Source: an optimization exercise on an open RTL-to-GDS flow (aim: small area, a short achievable clock period and few clock cycles per item). Production flows keep margins and buffers that such runs may drop. No run shown here included a check of the RTL's function; only the layout flow was run.

`design/flow/config.mk`:
```
export PLATFORM = sky130hd
export DESIGN_NAME = euclidean_integer_divider_top
export DESIGN_NICKNAME = euclidean_integer_divider_top
export VERILOG_FILES = /design/flow/design.v
export SDC_FILE = /design/flow/constraint.sdc
export NUM_CORES = 4
export LEC_CHECK = 0
export CAP_MARGIN = 20
export CORE_MARGIN = 2
export CORE_UTILIZATION = 40
export PLACE_DENSITY = 0.6
export SLEW_MARGIN = 20
```
`design/flow/design.v`:
```
`default_nettype none
package edv_pkg;
   localparam int unsigned DataWidth = 32;
   localparam int unsigned QuoWidth  = DataWidth + 1;
   typedef struct packed {
      logic signed [DataWidth-1:0] dividend;
      logic signed [DataWidth-1:0] divisor;
   } req_type;
   typedef struct packed {
      logic signed [QuoWidth-1:0] quotient;
      logic                       divide_by_zero;
   } rsp_type;
endpackage
`default_nettype wire
`default_nettype none
module edv_add #(
   parameter int N = 31
) (
   input  wire logic [N-1:0] a,
   input  wire logic [N-1:0] b,
   input  wire logic         ci,
   output logic      [N-1:0] s,
   output logic              co
);
   localparam int L = $clog2(N + 1);
   logic [(L+1)*(N+1)-1:0] g;
   logic [(L+1)*(N+1)-1:0] p;
   assign g[0] = ci;
   assign p[0] = 1'b0;
   for (genvar m = 1; m <= N; m++) begin : g_in
      assign g[m] = a[m-1] & b[m-1];
      assign p[m] = a[m-1] ^ b[m-1];
   end
   for (genvar l = 0; l < L; l++) begin : g_lvl
      for (genvar m = 0; m <= N; m++) begin : g_pos
         if (((m >> l) & 1) == 1) begin : g_op
            localparam int J = ((m >> l) << l) - 1;
            assign g[(l+1)*(N+1)+m] = g[l*(N+1)+m] | (p[l*(N+1)+m] & g[l*(N+1)+J]);
            assign p[(l+1)*(N+1)+m] = p[l*(N+1)+m] & p[l*(N+1)+J];
         end else begin : g_cp
            assign g[(l+1)*(N+1)+m] = g[l*(N+1)+m];
            assign p[(l+1)*(N+1)+m] = p[l*(N+1)+m];
         end
      end
   end
   for (genvar m = 0; m < N; m++) begin : g_sum
      assign s[m] = p[m+1] ^ g[L*(N+1)+m];
   end
   assign co = g[L*(N+1)+N];
endmodule
`default_nettype wire
`default_nettype none
module edv_lzc (
   input  wire logic [31:0] x,
   output logic             v,
   output logic [4:0]       c
);
   logic [15:0] v0;  logic [15:0]   c0;
   logic [7:0]  v1;  logic [7:0][1:0] c1;
   logic [3:0]  v2;  logic [3:0][2:0] c2;
   logic [1:0]  v3;  logic [1:0][3:0] c3;
   for (genvar i = 0; i < 16; i++) begin : g_l0
      assign v0[i] = x[2*i+1] | x[2*i];
      assign c0[i] = !x[2*i+1];
   end
   for (genvar i = 0; i < 8; i++) begin : g_l1
      assign v1[i] = v0[2*i+1] | v0[2*i];
      assign c1[i] = v0[2*i+1] ? {1'b0, c0[2*i+1]} : {1'b1, c0[2*i]};
   end
   for (genvar i = 0; i < 4; i++) begin : g_l2
      assign v2[i] = v1[2*i+1] | v1[2*i];
      assign c2[i] = v1[2*i+1] ? {1'b0, c1[2*i+1]} : {1'b1, c1[2*i]};
   end
   for (genvar i = 0; i < 2; i++) begin : g_l3
      assign v3[i] = v2[2*i+1] | v2[2*i];
      assign c3[i] = v2[2*i+1] ? {1'b0, c2[2*i+1]} : {1'b1, c2[2*i]};
   end
   assign v = v3[1] | v3[0];
   assign c = v3[1] ? {1'b0, c3[1]} : {1'b1, c3[0]};
endmodule
`default_nettype wire
`default_nettype none
module euclidean_integer_divider_top #(
   parameter int KS = 3       
) (
   input  wire logic              clock,
   input  wire logic              reset,
   input  wire logic              req_valid,
   output logic                   req_ready,
   input  edv_pkg::req_type       req_data,
   output logic                   rsp_valid,
   input  wire logic              rsp_ready,
   output edv_pkg::rsp_type       rsp_data
);
   localparam int P  = KS - 1;       
   localparam int WN = 35 + P;       
   localparam int YN = WN + 1;       
   localparam int CW = 5;            
   logic [WN-1:0] ws_q, wc_q;    
   logic [3:0]    est_q;         
   logic [32:0]   q_q;           
   logic [32:0]   qm_q;          
   logic [32:0]   qp_q;          
   logic [31:0]   d_q;           
   logic          bneg_q;        
   logic          bz_q;          
   logic          dbz_q;
   logic [CW-1:0] cnt_q;         
   logic          fst_q;         
   logic          act_q;         
   logic          pc_q;          
   logic          vld_q;
   wire [31:0] a = req_data.dividend;
   wire [31:0] b = req_data.divisor;
   wire [30:0] bx = b[30:0] ^ {31{b[31]}};
   logic       unused_v;
   logic [4:0] z;
   edv_lzc u_lz (.x({bx, 1'b1}), .v(unused_v), .c(z));
   wire [31:0] bn = b << z;
   logic [CW-1:0] cyc;
   logic [1:0]    pad;
   always_comb begin
      cyc = '0;
      pad = '0;
      for (int i = 0; i < 32; i++) begin
         if (z == 5'(i)) begin
            cyc = CW'((i + 2 + KS - 1) / KS);
            pad = 2'(((i + 2 + KS - 1) / KS) * KS - (i + 2));
         end
      end
   end
   logic [WN-1:0] w0;
   always_comb begin
      w0 = '0;
      for (int e = 0; e <= P; e++) begin
         if (pad == 2'(e)) w0 = WN'($signed(a)) << (P - e);
      end
   end
   wire [YN-1:0] dx   = {{(YN-34-P){d_q[31]}}, d_q, {(P+2){1'b0}}};
   wire          dneg = d_q[31];
   logic [WN-1:0] ws [KS+1];
   logic [WN-1:0] wc [KS+1];
   logic [3:0]    es [KS+1];
   logic [KS-1:0] dp, dn;
   assign ws[0] = ws_q;
   assign wc[0] = wc_q;
   assign es[0] = est_q;
   for (genvar j = 0; j < KS; j++) begin : g_step
      localparam int FW = (j == KS - 1) ? 0 : 6 + 2 * (KS - 2 - j);
      wire [YN-1:0] ys = {ws[j], 1'b0};
      wire [YN-1:0] yc = {wc[j], 1'b0};
      wire ge0  = !es[j][3];
      wire m1   = (es[j] == 4'b1111);
      wire qpos = dneg ? (!ge0 && !m1) : ge0;
      wire qneg = dneg ? ge0 : (!ge0 && !m1);
      assign dp[KS-1-j] = qpos;
      assign dn[KS-1-j] = qneg;
      wire [YN-1:0] op = ({YN{qpos}} & ~dx) | ({YN{qneg}} & dx);
      wire [YN-1:0] sm = ys ^ yc ^ op;
      wire [YN-1:0] cy = (ys & yc) | (ys & op) | (yc & op);
      wire [WN-1:0] wsf = sm[WN-1:0];
      wire [WN-1:0] wcf = {cy[WN-2:0], qpos};
      wire [YN-1:0] smp = ys ^ yc ^ ~dx;
      wire [YN-1:0] cyp = (ys & yc) | (ys & ~dx) | (yc & ~dx);
      wire [YN-1:0] smz = ys ^ yc;
      wire [YN-1:0] cyz = ys & yc;
      wire [YN-1:0] smn = ys ^ yc ^ dx;
      wire [YN-1:0] cyn = (ys & yc) | (ys & dx) | (yc & dx);
      wire [WN-1:0] wsp = smp[WN-1:0];
      wire [WN-1:0] wcp = {cyp[WN-2:0], 1'b1};
      wire [WN-1:0] wsz = smz[WN-1:0];
      wire [WN-1:0] wcz = {cyz[WN-2:0], 1'b0};
      wire [WN-1:0] wsn = smn[WN-1:0];
      wire [WN-1:0] wcn = {cyn[WN-2:0], 1'b0};
      wire [3:0] ep = wsp[WN-1:WN-4] + wcp[WN-1:WN-4];
      wire [3:0] ez = wsz[WN-1:WN-4] + wcz[WN-1:WN-4];
      wire [3:0] en = wsn[WN-1:WN-4] + wcn[WN-1:WN-4];
      wire       up = qpos;
      wire       dw = qneg;
      assign es[j+1] = up ? ep : dw ? en : ez;
      if (FW > 0) begin : g_win
         wire [WN-1:0] wsw = up ? wsp : dw ? wsn : wsz;
         wire [WN-1:0] wcw = up ? wcp : dw ? wcn : wcz;
         assign ws[j+1] = {wsw[WN-1:WN-FW], wsf[WN-FW-1:0]};
         assign wc[j+1] = {wcw[WN-1:WN-FW], wcf[WN-FW-1:0]};
      end else begin : g_nowin
         assign ws[j+1] = wsf;
         assign wc[j+1] = wcf;
      end
   end
   wire signed [KS+1:0] v = $signed({2'b00, dp}) - $signed({2'b00, dn});
   wire [32:0] s_q  = fst_q ? 33'd0 : q_q;
   wire [32:0] s_qm = fst_q ? {33{1'b1}} : qm_q;
   wire [32:0] s_qp = fst_q ? 33'd1 : qp_q;
   function automatic logic [32:0] otf(input logic signed [KS+1:0] u,
                                       input logic [32:0] sm1, input logic [32:0] s0,
                                       input logic [32:0] sp1);
      logic signed [KS+1:0] h;
      h = u >>> KS;
      if (h < 0)       otf = {sm1[32-KS:0], u[KS-1:0]};
      else if (h == 0) otf = {s0[32-KS:0], u[KS-1:0]};
      else             otf = {sp1[32-KS:0], u[KS-1:0]};
   endfunction
   wire [32:0] q_n  = otf(v,          s_qm, s_q, s_qp);
   wire signed [KS+1:0] one = (KS+2)'(1);
   wire [32:0] qm_n = otf(v - one, s_qm, s_q, s_qp);
   wire [32:0] qp_n = otf(v + one, s_qm, s_q, s_qp);
   logic [WN-2:0] unused_s;
   logic          wcarry;
   edv_add #(.N(WN-1)) u_sgn (.a(ws_q[WN-2:0]), .b(wc_q[WN-2:0]), .ci(1'b0), .s(unused_s), .co(wcarry));
   wire        wneg = ws_q[WN-1] ^ wc_q[WN-1] ^ wcarry;
   wire [32:0] qf   = bz_q ? 33'd0 : !wneg ? q_q : bneg_q ? qp_q : qm_q;
   wire wait1 = fst_q && vld_q && !rsp_ready;
   wire step  = act_q && !pc_q && !wait1;
   wire load  = req_valid && (!act_q || pc_q || wait1);
   always_ff @(posedge clock) begin
      d_q    <= bn;
      bneg_q <= b[31];
      bz_q   <= (b == 32'd0);
   end
   always_ff @(posedge clock) begin
      if (load) begin
         ws_q  <= w0;
         wc_q  <= '0;
         est_q <= w0[WN-1:WN-4];
         cnt_q <= cyc;
         fst_q <= 1'b1;
      end else begin
         ws_q  <= ws[KS];
         wc_q  <= wc[KS];
         est_q <= es[KS];
         cnt_q <= cnt_q - 1'b1;
         fst_q <= 1'b0;
      end
   end
   always_ff @(posedge clock) begin
      qm_q <= qm_n;
      qp_q <= qp_n;
   end
   always_ff @(posedge clock) begin
      if (step) begin
         q_q <= q_n;
      end else if (pc_q) begin
         q_q   <= qf;
         dbz_q <= bz_q;
      end
   end
   always_ff @(posedge clock) begin
      if (reset) begin
         act_q <= 1'b0;
         pc_q  <= 1'b0;
         vld_q <= 1'b0;
      end else begin
         act_q <= load || (act_q && !pc_q);
         pc_q  <= step && (cnt_q == CW'(1));
         vld_q <= pc_q || (vld_q && !rsp_ready);
      end
   end
   assign req_ready = step && (cnt_q == CW'(1));
   assign rsp_valid = vld_q;
   assign rsp_data  = {q_q, dbz_q};
endmodule
`default_nettype wire
```
`design/flow/standard.sh`:
```
#!/bin/bash
# synth_recipe.tcl (not shown) runs the flow's synth.tcl, then flattens the netlist and writes it again
# the make line also repeats each setting of config.mk as NAME=value (left out here)
make -C /OpenROAD-flow-scripts/flow DESIGN_CONFIG=/design/flow/config.mk WORK_HOME=/design/flow/orfs CLKGATE_MAP_FILE= SYNTH_SCRIPT=/design/flow/synth_recipe.tcl "${@:-finish}"
```
`design/flow/constraint.sdc`:
```
create_clock -name core_clock -period 5.0 [get_ports {clock}]
set_input_delay 1.0000 -clock core_clock [delete_from_list [all_inputs] [get_ports {clock}]]
set_output_delay 1.0000 -clock core_clock [all_outputs]
set_load 0.01 [all_outputs]
```
`design/flow/flow/run.sh`:
```
#!/bin/bash
# The standard layout (standard.sh) with two synthesis changes:
# - no extraction of full/half adders into sky130 fa/ha cells before ABC
#   (ADDER_MAP_FILE empty), so the carry-save and prefix logic maps as gates;
# - ABC maps with flow/abc_speed.script (structural choices, then delay-
#   oriented mapping) instead of ORFS's. It runs from a copy of ORFS's scripts
#   folder that differs only in that file.
# Registers, names and all later steps are the standard flow's. The whole make
# output goes to flow.log here; ORFS's per-step logs stay under orfs/logs.
set -euo pipefail
rm -rf scripts
cp -r "$FLOW_HOME/scripts" scripts
cp flow/abc_speed.script scripts/abc_speed.script
bash standard.sh SCRIPTS_DIR="$PWD/scripts" ADDER_MAP_FILE= finish > flow.log 2>&1
```
`design/flow/flow/abc_speed.script`:
```
strash
dch -f
map {D}
topo
buffer -c
upsize -c {D}
dnsize -c {D}
```
==> results.toml, run 1 <==
[timing]
slew_headroom_pct = 41.6
finClkSkew_ns = 0.0359
tightest_slew_ns = 0.874
timing.hold.ws_ns = 0.459
worst_slack_ns = 0.376
min_period_ns = 4.62
hold_viol = 0
setup_viol = 0
fin_crit_sh_pct = 92.5
fmax_mhz = 216
fin_tns_setup_ns = 0
slew_viol_final = 0

[finish]
stdcell_count = 3533
final-seq-area_um2 = 4730
nets = 2996
diodes = 0
fill_cells = 4474
fin_util_pct = 47.2
areaGrowthSynthToFinish_pct = 16.0
drive_above_1_share_pct = 7.09
fin_area_um2 = 20400
multi_input_comb_area_um2 = 11100

[run]
drv_cap = 0

[synthesis]
synth_top_flop_cell = "dfxtp_1"
synthesis.nets = 2916
ys_seq_area_share_pct = 26.8
synth_top_cell_area_share_pct = 21.0
synth_async_sr_flop_share_pct = 0
yosysMostFrequentCell = "nand2_1"
synth.top_cells.by_area = "dfxtp_1, nand2_1, o21ai_0"
synth_cells = 2848
synth-seq-cells = 219
synth_top_cell_by_area = "dfxtp_1"
ys_warn_count = 4
synth.distinct_cells = 71
synth-edff-count = 34
synth_area_um2 = 17600
synthTopCellsByCount = "nand2_1, nor2_1, inv_1, o21ai_0, dfxtp_1"
synth.avg_cell_area_um2 = 6.19

[place]
io_buffers = 103
gp_congestion = 0.963
hpwl_um = 45600
placed_area_um2 = 19500
post-place-ws_ns = -0.123
dp.cells = 3483

[cts]
postCtsHoldBufs = 0
numClockSinks = 219
clock_latency_ns = 0.57
cts_buffer_depth = 3
path_clk_slew_ns = 0.06
h-tree-depth = 1
cts_tree = "built"
clockRootBuffer = "clkbuf_16"
cts_made_buffers = 26

[floorplanning]
core_um2 = 43300
die_area_um2 = 45800
top_level_ports = 104
die_w_um = 214
start_util_pct = 40.7
die-height_um = 214
rows = 76

[route]
drcViolationCount = 0
ant_nets = 0
wl_per_cell_um = 17.3
drtIter0Drc = 1599
wirelength_um = 61300
firstDrtPassIters = 7
vias_per_cell = 5.45
via_count = 19271

[worst_setup_path]
cp_cell_sequence = "clkdlybuf4s50_1, buf_12, inv_2, buf_4, nand2_1, nor2_1, nor2_1, inv_1, o211ai_1, or2_1, or2_0, o21a_1, nor2_1, a31oi_1, nand4_1, nor3_1, nand4_1, nor2_2, clkinvlp_4, buf_4, buf_4, a211oi_1, a31oi_1"
cp_max_fo = 28
cp_slowest_cell = "clkdlybuf4s50_1"
startpoint_type = "primary input"
crit_required_ns = 5.41
crit_path_end_kind = "flip-flop"
arrival_ns = 5.04
cp_slowest_stage_delay_ns = 0.51
critical_path_class = "primary input to flip-flop"

[global_route]
gr-usage-all-layers_pct = 25.9
use_met2_pct = 44.8
grt_pass1_vias = 17980
met3_usage_pct = 2.43
grt_pass1_wl_um = 97200
busiest_layer = "met2"
grt_max_degree = 61
grt-ovfl-total = 0
antenna_found_initial = 1
met1_usage_pct = 34.0

[status]
outcome = "timing/DRC/antenna clean"

[worst_hold_path]
hold_class = "flip-flop to flip-flop"
## path summary, 6_finish.rpt
path / startpoint / cells after the start / slack (ns) / to
worst max-delay path: req_data[31] / 23 / 0.38 / ws_q[20]$_DFF_P_
worst min-delay path: qp_q[15]$_DFF_P_ / 2 / 0.46 / qp_q[18]$_DFF_P_
worst max register to register: d_q[31]$_DFF_P_ / 19 / 0.43 / qp_q[16]$_DFF_P_
worst min register to register: qp_q[15]$_DFF_P_ / 2 / 0.46 / qp_q[18]$_DFF_P_
## per-layer routing
layer / up-vias / part of all wire, %
met1: 8838 / 45
met2: 539 / 47
li1: 9789 / -
met4: 0 / 2.9
met5: - / 0
met3: 105 / 4.9
## final cells by class
cell class / instances / share of cell area [%]
inverters: 332 / 6.11
well taps: 585 / 3.58
clock inverters: 8 / 0.649
repair buffers: 190 / 8.67
multi-input cells: 2159 / 54.2
flip-flops and latches: 219 / 23.1
clock buffers: 40 / 3.64
## registers in the layout, summed over array words and instances (netlist names)
name and flops:
bneg_q 1, cnt_q 5, est_q 4, wc_q 36, vld_q 1, qm_q 32
ws_q 37, qp_q 33, bz_q 1, fst_q 1, dbz_q 1, pc_q 1
act_q 1, q_q 33, d_q 32
## cells in the final DEF, fill, tap and decap left out, drive strengths merged, types with 68 or more instances in the layout
master / count
a21oi: 153
a31oi: 68
buf: 87
clkdlybuf4s50: 103
dfxtp: 185
inv: 331
nand2: 602
nand3: 128
nor2: 382
o21ai: 343
## repair_timing
item | 4_1_cts | 5_1_grt
setup buffers | 0 | 2
setup endpoints to repair | 0 | 143
resized for setup | 0 | 4
## worst max-delay path, delay by kind of cell
kind            cells  cell delay, ns
buf+inv             8            1.50
compound gates      5            0.88
simple gates       10            1.63
## cells by family after synthesis
family,after synthesis,synth area share (%)
buf+inv,470,10.6
xor+xnor,74,3.68
simple gates,1296,31.7
compound gates,767,26.0
mux,22,1.25
flops,219,26.8
==> run 2, diff against run 1 <==
==> design/flow/flow/run.sh (replaced) <==
#!/bin/bash
# The standard layout (standard.sh), unchanged except that synthesis does
# not extract full/half adders into sky130 fa/ha cells before ABC maps the
# logic (ADDER_MAP_FILE empty), so the divider's carry-save and prefix logic
# is mapped by ABC as plain gates. Registers, names and all later steps are
# the standard flow's. The whole make output goes to flow.log here; ORFS's
# per-step logs stay under orfs/logs.
set -euo pipefail
bash standard.sh ADDER_MAP_FILE= finish > flow.log 2>&1
removed: design/flow/flow/abc_speed.script
==> run 2 against run 1 <==
Compared with the run above:
- still clean
- largest cell class unchanged
- wire length decreased by 12%
- critical path type is now flip-flop to flip-flop
- first-iteration DRC count shrank 29%
- cell count shrank 20%
- clock skew fell by 0.019 ns
- hold slack gained 0.049 ns
- critical path depth fell by 6
- non-clock buffer count up 10
==> results.toml, run 2 <==
[worst_setup_path]
critical_path_class = "flip-flop to flip-flop"
cp_max_fo = 15
arrival_ns = 5.17
crit_required_ns = 5.48
crit_path_end_kind = "flip-flop"
startpoint_type = "flip-flop"

[floorplanning]
top_level_ports = 104
die_area_um2 = 45000
die_w_um = 212
rows = 76
start_util_pct = 40.4
die-height_um = 212
core_um2 = 42900

[cts]
cts_tree = "built"
cts_made_buffers = 27
cts-resized-gates = 0
path_clk_slew_ns = 0.06
h-tree-depth = 1
postCtsHoldBufs = 0
cts_buffer_depth = 3
clockRootBuffer = "clkbuf_16"
clock_latency_ns = 0.55
cts_setup_buffers = 0
numClockSinks = 219

[synthesis]
synthTopCellsByCount = "nor2_1, xnor2_1, dfxtp_1, nand2_1, a21oi_1"
yosysMostFrequentCell = "nor2_1"
synth_top_flop_cell = "dfxtp_1"
synth.avg_cell_area_um2 = 8.06
synth.distinct_cells = 95
synth_cells = 2151
ys_warn_count = 4
synth_area_um2 = 17300
synthesis.nets = 2219
ys_seq_area_share_pct = 27.3
synth_top_cell_by_area = "dfxtp_1"
synth-edff-count = 34
synth-seq-cells = 219
synth_async_sr_flop_share_pct = 0
synth.top_cells.by_area = "dfxtp_1, xnor2_1, mux2i_1"
synth_top_cell_area_share_pct = 21.4

[finish]
nets = 2298
final_common_cell = "nor2_1"
drive_above_1_share_pct = 9.38
top_register = "ws_q"
reg.largest.list = "ws_q (37), wc_q (36)"
fill_cells = 4170
final-seq-area_um2 = 4730
areaGrowthSynthToFinish_pct = 17.2
multi_input_comb_area_um2 = 11900
final_cell_mix = "nor2_1, xnor2_1, nand2_1, dfxtp_1, a21oi_1"
largest_register_ff_count = 37

[place]
io_buffers = 103
gp_congestion = 0.923
hpwl_um = 39200

[timing]
finClkSkew_ns = 0.0164
fin_tns_setup_ns = 0
timing.hold.ws_ns = 0.509
slew_viol_final = 0
fmax_mhz = 213
slew_headroom_pct = 50.9
fin_crit_sh_pct = 93.8
min_period_ns = 4.69
setup_viol = 0
hold_viol = 0
rsz0062_at_grt = "false"
tightest_slew_ns = 0.731

[route]
via_count = 16293
wl_per_cell_um = 19.1
vias_per_cell = 5.75
drtIter0Drc = 1143
ant_nets = 0
firstDrtPassIters = 5
wirelength_um = 54200
drcViolationCount = 0

[global_route]
grt-ovfl-total = 0
antenna_found_initial = 1
grt_pass1_vias = 15610
gr-usage-all-layers_pct = 23.7
grt_pass1_wl_um = 85300
grt_max_degree = 64

[run]
drv_cap = 0

[worst_hold_path]
hold_class = "flip-flop to flip-flop"

[status]
outcome = "timing/DRC/antenna clean"
run 2: cell types whose count changed after synthesis, moves of 42 or more:
cell,delta
a31oi_1,-45
inv_1,-288
maj3_1,+82
mux2i_1,+106
nand2_1,-400
nand3_1,-88
nand4_1,-42
nor2_1,-158
o21ai_0,-194
o2bb2ai_1,+56
xnor2_1,+185
run 2: logic make-up after synthesis:
family	synth area share (%)
simple gates	15.9
fa+ha+maj	4.73
compound gates	26.1
flops	27.3
xor+xnor	13.0
buf+inv	4.58
mux	8.32
run 2: critical path, stage by stage (launching register included):
cell	delay (ns)
dfxtp_1	0.52
xor2_1	0.44
o21ai_0	0.21
o221ai_2	0.38
xnor2_1	0.16
xnor2_1	0.41
a32oi_1	0.13
or3_1	0.43
a31o_2	0.30
nor4_4	0.20
o31ai_2	0.12
a21oi_1	0.32
buf_4	0.18
o31ai_4	0.07
buf_4	0.21
nand2_1	0.07
buf_4	0.25
mux2i_1	0.21
run 2: path summary, 6_finish.rpt:
check,start,to,slack [ns],depth (start not counted)
worst min register to register,pc_q$_SDFF_PP0_,dbz_q$_DFFE_PP_,0.51,0
worst min-delay path,pc_q$_SDFF_PP0_,dbz_q$_DFFE_PP_,0.51,0
worst max register to register,ws_q[33]$_DFF_P_,qp_q[3]$_DFF_P_,0.31,17
worst max-delay path,ws_q[33]$_DFF_P_,qp_q[3]$_DFF_P_,0.31,17
run 2: final cells by class:
class / count / area share [%]
antenna: 1 / 0.0123
sequential: 219 / 23.3
clock inverter: 10 / 0.665
inverter: 36 / 0.665
timing repair buffer: 200 / 9.48
tap: 585 / 3.60
multi-input combinational: 1746 / 58.6
clock buffer: 38 / 3.73
run 2: per-stage QoR:
step                instances  util [%]  worst slack, ns  cell area [um2]
floorplan                2151         -            0.485            17300
global placement         2786      45.2          -0.0308            19400
detailed placement       2786      45.2          -0.0285            19400
CTS                      2834      47.3            0.216            20300
global route             2835      47.4           0.0131            20300
finish                   2835      47.4            0.312            20300
run 2: metal layers:
layer	up-vias	part of all wire, %	track usage (%)
li1	8015	-	-
met1	7696	46	32.0
met2	507	46	39.4
met3	75	5.7	2.90
met4	0	2.8	7.09
met5	-	0	0
==> run 3, diff against run 2 <==
--- a/design/flow/design.v
+++ b/design/flow/design.v
@@ -211,7 +211,6 @@
    wire        wneg = ws_q[WN-1] ^ wc_q[WN-1] ^ wcarry;
    wire [32:0] qf   = bz_q ? 33'd0 : !wneg ? q_q : bneg_q ? qp_q : qm_q;
-   wire wait1 = fst_q && vld_q && !rsp_ready;
-   wire step  = act_q && !pc_q && !wait1;
-   wire load  = req_valid && (!act_q || pc_q || wait1);
+   wire step = act_q && (cnt_q != '0) && (!vld_q || rsp_ready);
+   wire load = req_valid && (!act_q || pc_q);
    always_ff @(posedge clock) begin
       d_q    <= bn;
@@ -226,5 +225,5 @@
          cnt_q <= cyc;
          fst_q <= 1'b1;
-      end else begin
+      end else if (step) begin
          ws_q  <= ws[KS];
          wc_q  <= wc[KS];
@@ -235,10 +234,8 @@
    end
    always_ff @(posedge clock) begin
-      qm_q <= qm_n;
-      qp_q <= qp_n;
-   end
-   always_ff @(posedge clock) begin
       if (step) begin
-         q_q <= q_n;
+         q_q  <= q_n;
+         qm_q <= qm_n;
+         qp_q <= qp_n;
       end else if (pc_q) begin
          q_q   <= qf;
==> run 3 against run 2 <==
Compared with the run above:
- via count is 10% higher
- design area is 10% higher
- non-clock buffer count is 82 higher
- clock skew is 0.0071 ns lower
- cell count is 5.3% higher
- critical endpoint is now est_q[3]$_DFFE_PP_
- largest cell class unchanged
==> results.toml, run 3 <==
[worst_setup_path]
cp_max_fo = 8
startpoint_type = "flip-flop"
arrival_ns = 5.17
r2r_setup_slack_ns = 0.18
rr_worst_depth = 17
crit_path_end_kind = "flip-flop"
critical_path_class = "flip-flop to flip-flop"
timing.rr.start = "est_q[1]$_DFFE_PP_"
crit_start = "est_q[1]$_DFFE_PP_"
crit_required_ns = 5.35
rr_endpoint = "est_q[3]$_DFFE_PP_"

[timing]
fin_tns_setup_ns = 0
fmax_mhz = 208
slew_viol_final = 0
min_period_ns = 4.82
setup_viol = 0
fin_crit_sh_pct = 96.3
slew_headroom_pct = 42.6
finClkSkew_ns = 0.00935
tightest_slew_ns = 0.861
hold_viol = 0

[route]
wl_per_cell_um = 20.8
via_count = 17923
drtIter0Drc = 1537
vias_per_cell = 6.00
ant_nets = 0
wirelength_um = 62100
drcViolationCount = 0
firstDrtPassIters = 5

[cts]
path_clk_slew_ns = 0.06
clockRootBuffer = "clkbuf_16"
numClockSinks = 219
h-tree-depth = 1
cts_buffer_depth = 3
cts_tree = "built"
cts_made_buffers = 27
clock_latency_ns = 0.54

[synthesis]
synthTopCellsByCount = "a21oi_1, nand2_1, nor2_1, o21ai_0, xnor2_1"
ys_warn_count = 4
synth-seq-cells = 219
synth_async_sr_flop_share_pct = 0
synth.distinct_cells = 100
synth.avg_cell_area_um2 = 8.55
yosysMostFrequentCell = "a21oi_1"
synth-edff-count = 145
synth.top_cells.by_area = "edfxtp_1, dfxtp_1, xnor2_1"
synth_top_cell_by_area = "edfxtp_1"
synth_area_um2 = 18800
synth_top_cell_area_share_pct = 23.1
synth_cells = 2201
synthesis.nets = 2269
synth_top_flop_cell = "edfxtp_1"
ys_seq_area_share_pct = 31.0

[finish]
largest_register_ff_count = 37
top_register = "ws_q"
final_common_cell = "a21oi_1"
areaGrowthSynthToFinish_pct = 19.3
drive_above_1_share_pct = 13.2
reg.largest.list = "ws_q (37), wc_q (36)"
diodes = 0
stdcell_count = 2986
final_cell_mix = "a21oi_1, nand2_1, nor2_1, o21ai_0, buf_4"
nets = 2427

[place]
gp_congestion = 0.950
hpwl_um = 45000
io_buffers = 103
dp.cells = 2936

[floorplanning]
core_um2 = 46500
rows = 79
die-height_um = 221
top_level_ports = 104
start_util_pct = 40.5
die_area_um2 = 48800
die_w_um = 221

[global_route]
gr-usage-all-layers_pct = 24.4
grt_pass1_wl_um = 96800
grt-ovfl-total = 0
antenna_found_initial = 0
grt_pass1_vias = 17234
grt_max_degree = 63

[worst_hold_path]
hold_class = "flip-flop to flip-flop"
worstHoldStart = "wc_q[36]$_SDFFE_PP0P_"
holdPathEnd = "wc_q[36]$_SDFFE_PP0P_"
hold_depth = 2

[run]
drv_cap = 0

[status]
outcome = "timing/DRC/antenna clean"
run 3: cell types whose count changed after synthesis, moves of 37 or more:
cell       previous run  this run
xnor2_1             198       153
o21ai_0             111       174
dfxtp_1             185        74
edfxtp_1             34       145
xor2_1               47        87
o2bb2ai_1            57         0
a21oi_1             162       212
nor2_1              215       178
o211ai_1             13        51
run 3: area by class of cell:
class / instances / area (um2)
Clock buffer: 34 / 702
Clock inverter: 15 / 150
Fill cell: 4460 / 24000
Inverter: 22 / 85.1
Multi-Input combinational cell: 1807 / 12400
Sequential cell: 219 / 5840
Tap cell: 607 / 759
Timing Repair Buffer: 282 / 2490
run 3: worst max path at each step:
stage,slack [ns],to
floorplan,0.17,ws_q[10]$_DFFE_PP_
global placement,-0.17,ws_q[29]$_DFFE_PP_
detailed placement,-0.18,ws_q[29]$_DFFE_PP_
CTS,0.08,qp_q[26]$_DFFE_PP_
global route,-0.02,q_q[14]$_DFFE_PP_
finish,0.18,est_q[3]$_DFFE_PP_
run 3: routing by layer:
layer  vias up  global-route usage (%)  share of wire [%]  routed length, um
met3        99                    2.43                5.6               3510
met4         0                    8.03                3.2               1980
met5         -                       0                  0                  0
met1      8642                    33.2                 44              27400
li1       8527                       -                  -                  -
met2       655                    40.7                 47              29300
run 3: cells by family after synthesis:
family                   count (synthesis)  share of synthesized area [%]
flip-flops                             219                           31.0
buffers and inverters                  175                           4.00
AND/OR/NAND/NOR                        593                           14.8
XOR/XNOR                               252                           12.4
adder cells (fa/ha/maj)                 85                           4.54
multiplexers                           142                           7.72
AO/OA/AOI/OAI                          735                           25.5
run 3: timing repair:
item	4_1_cts	5_1_grt
hold endpoints to repair	0	0
buffers inserted	0	1
endpoints found under the setup margin	0	117
hold buffers	0	0
gates resized for setup	0	21
run 3: per-stage QoR:
step,worst slack [ns],hold slack (ns),utilization (%),instance area [um2]
final,0.185,0.511,48.3,22400
after global routing,-0.0209,0.565,48.3,22400
after global placement,-0.167,0.495,46.2,21500
after CTS,0.0805,0.514,48.1,22300
after floorplan,0.171,0.443,-,18800
after detailed placement,-0.180,0.503,46.2,21500
run 3: worst max-delay path, cell delays in order, from the launching register on:
cell      delay, ns
edfxtp_1       0.40
and3_1         0.30
nor3_4         0.26
o221ai_2       0.20
maj3_1         0.47
a211o_1        0.25
a32oi_1        0.28
mux2_2         0.41
nand4b_1       0.10
nor3b_2        0.26
buf_4          0.16
nand3_2        0.13
buf_4          0.21
mux2_4         0.38
buf_4          0.17
nor2_1         0.35
a311oi_1       0.17
o311ai_1       0.11

-- what the ideal ports hide --
Ports are ideal in the flow. The routed layouts listed here were re-timed in OpenROAD.
Step 1: set_driving_cell puts a clkbuf_16 on clock and a buf_2 on each other input, an assumption about the parent block.
Step 2, shift: input delay + t, output delay - t, t = (earliest + latest rising clock arrival at the registers) / 2. This alone moves slack from input paths to output paths.
a / b / c = no drivers / after step 1 / after step 2; a / b = the first two.
run | shift t [ns] | slack for setup (ns) | slew at the worst register clock pin (ns)
run 1 | 0.603 | 0.376 / 0.404 / -0.198 | 0.06 / 0.06
run 2 | 0.599 | 0.312 / 0.312 / -0.150 | 0.07 / 0.07
run 3 | 0.586 | 0.185 / 0.185 / -0.230 | 0.06 / 0.06
With both steps, setup timing fails in every run listed, where it was met with ideal ports. For run 1, which loses most, drivers alone change the setup slack by +0.028 ns; drivers and shift together by -0.574 ns.
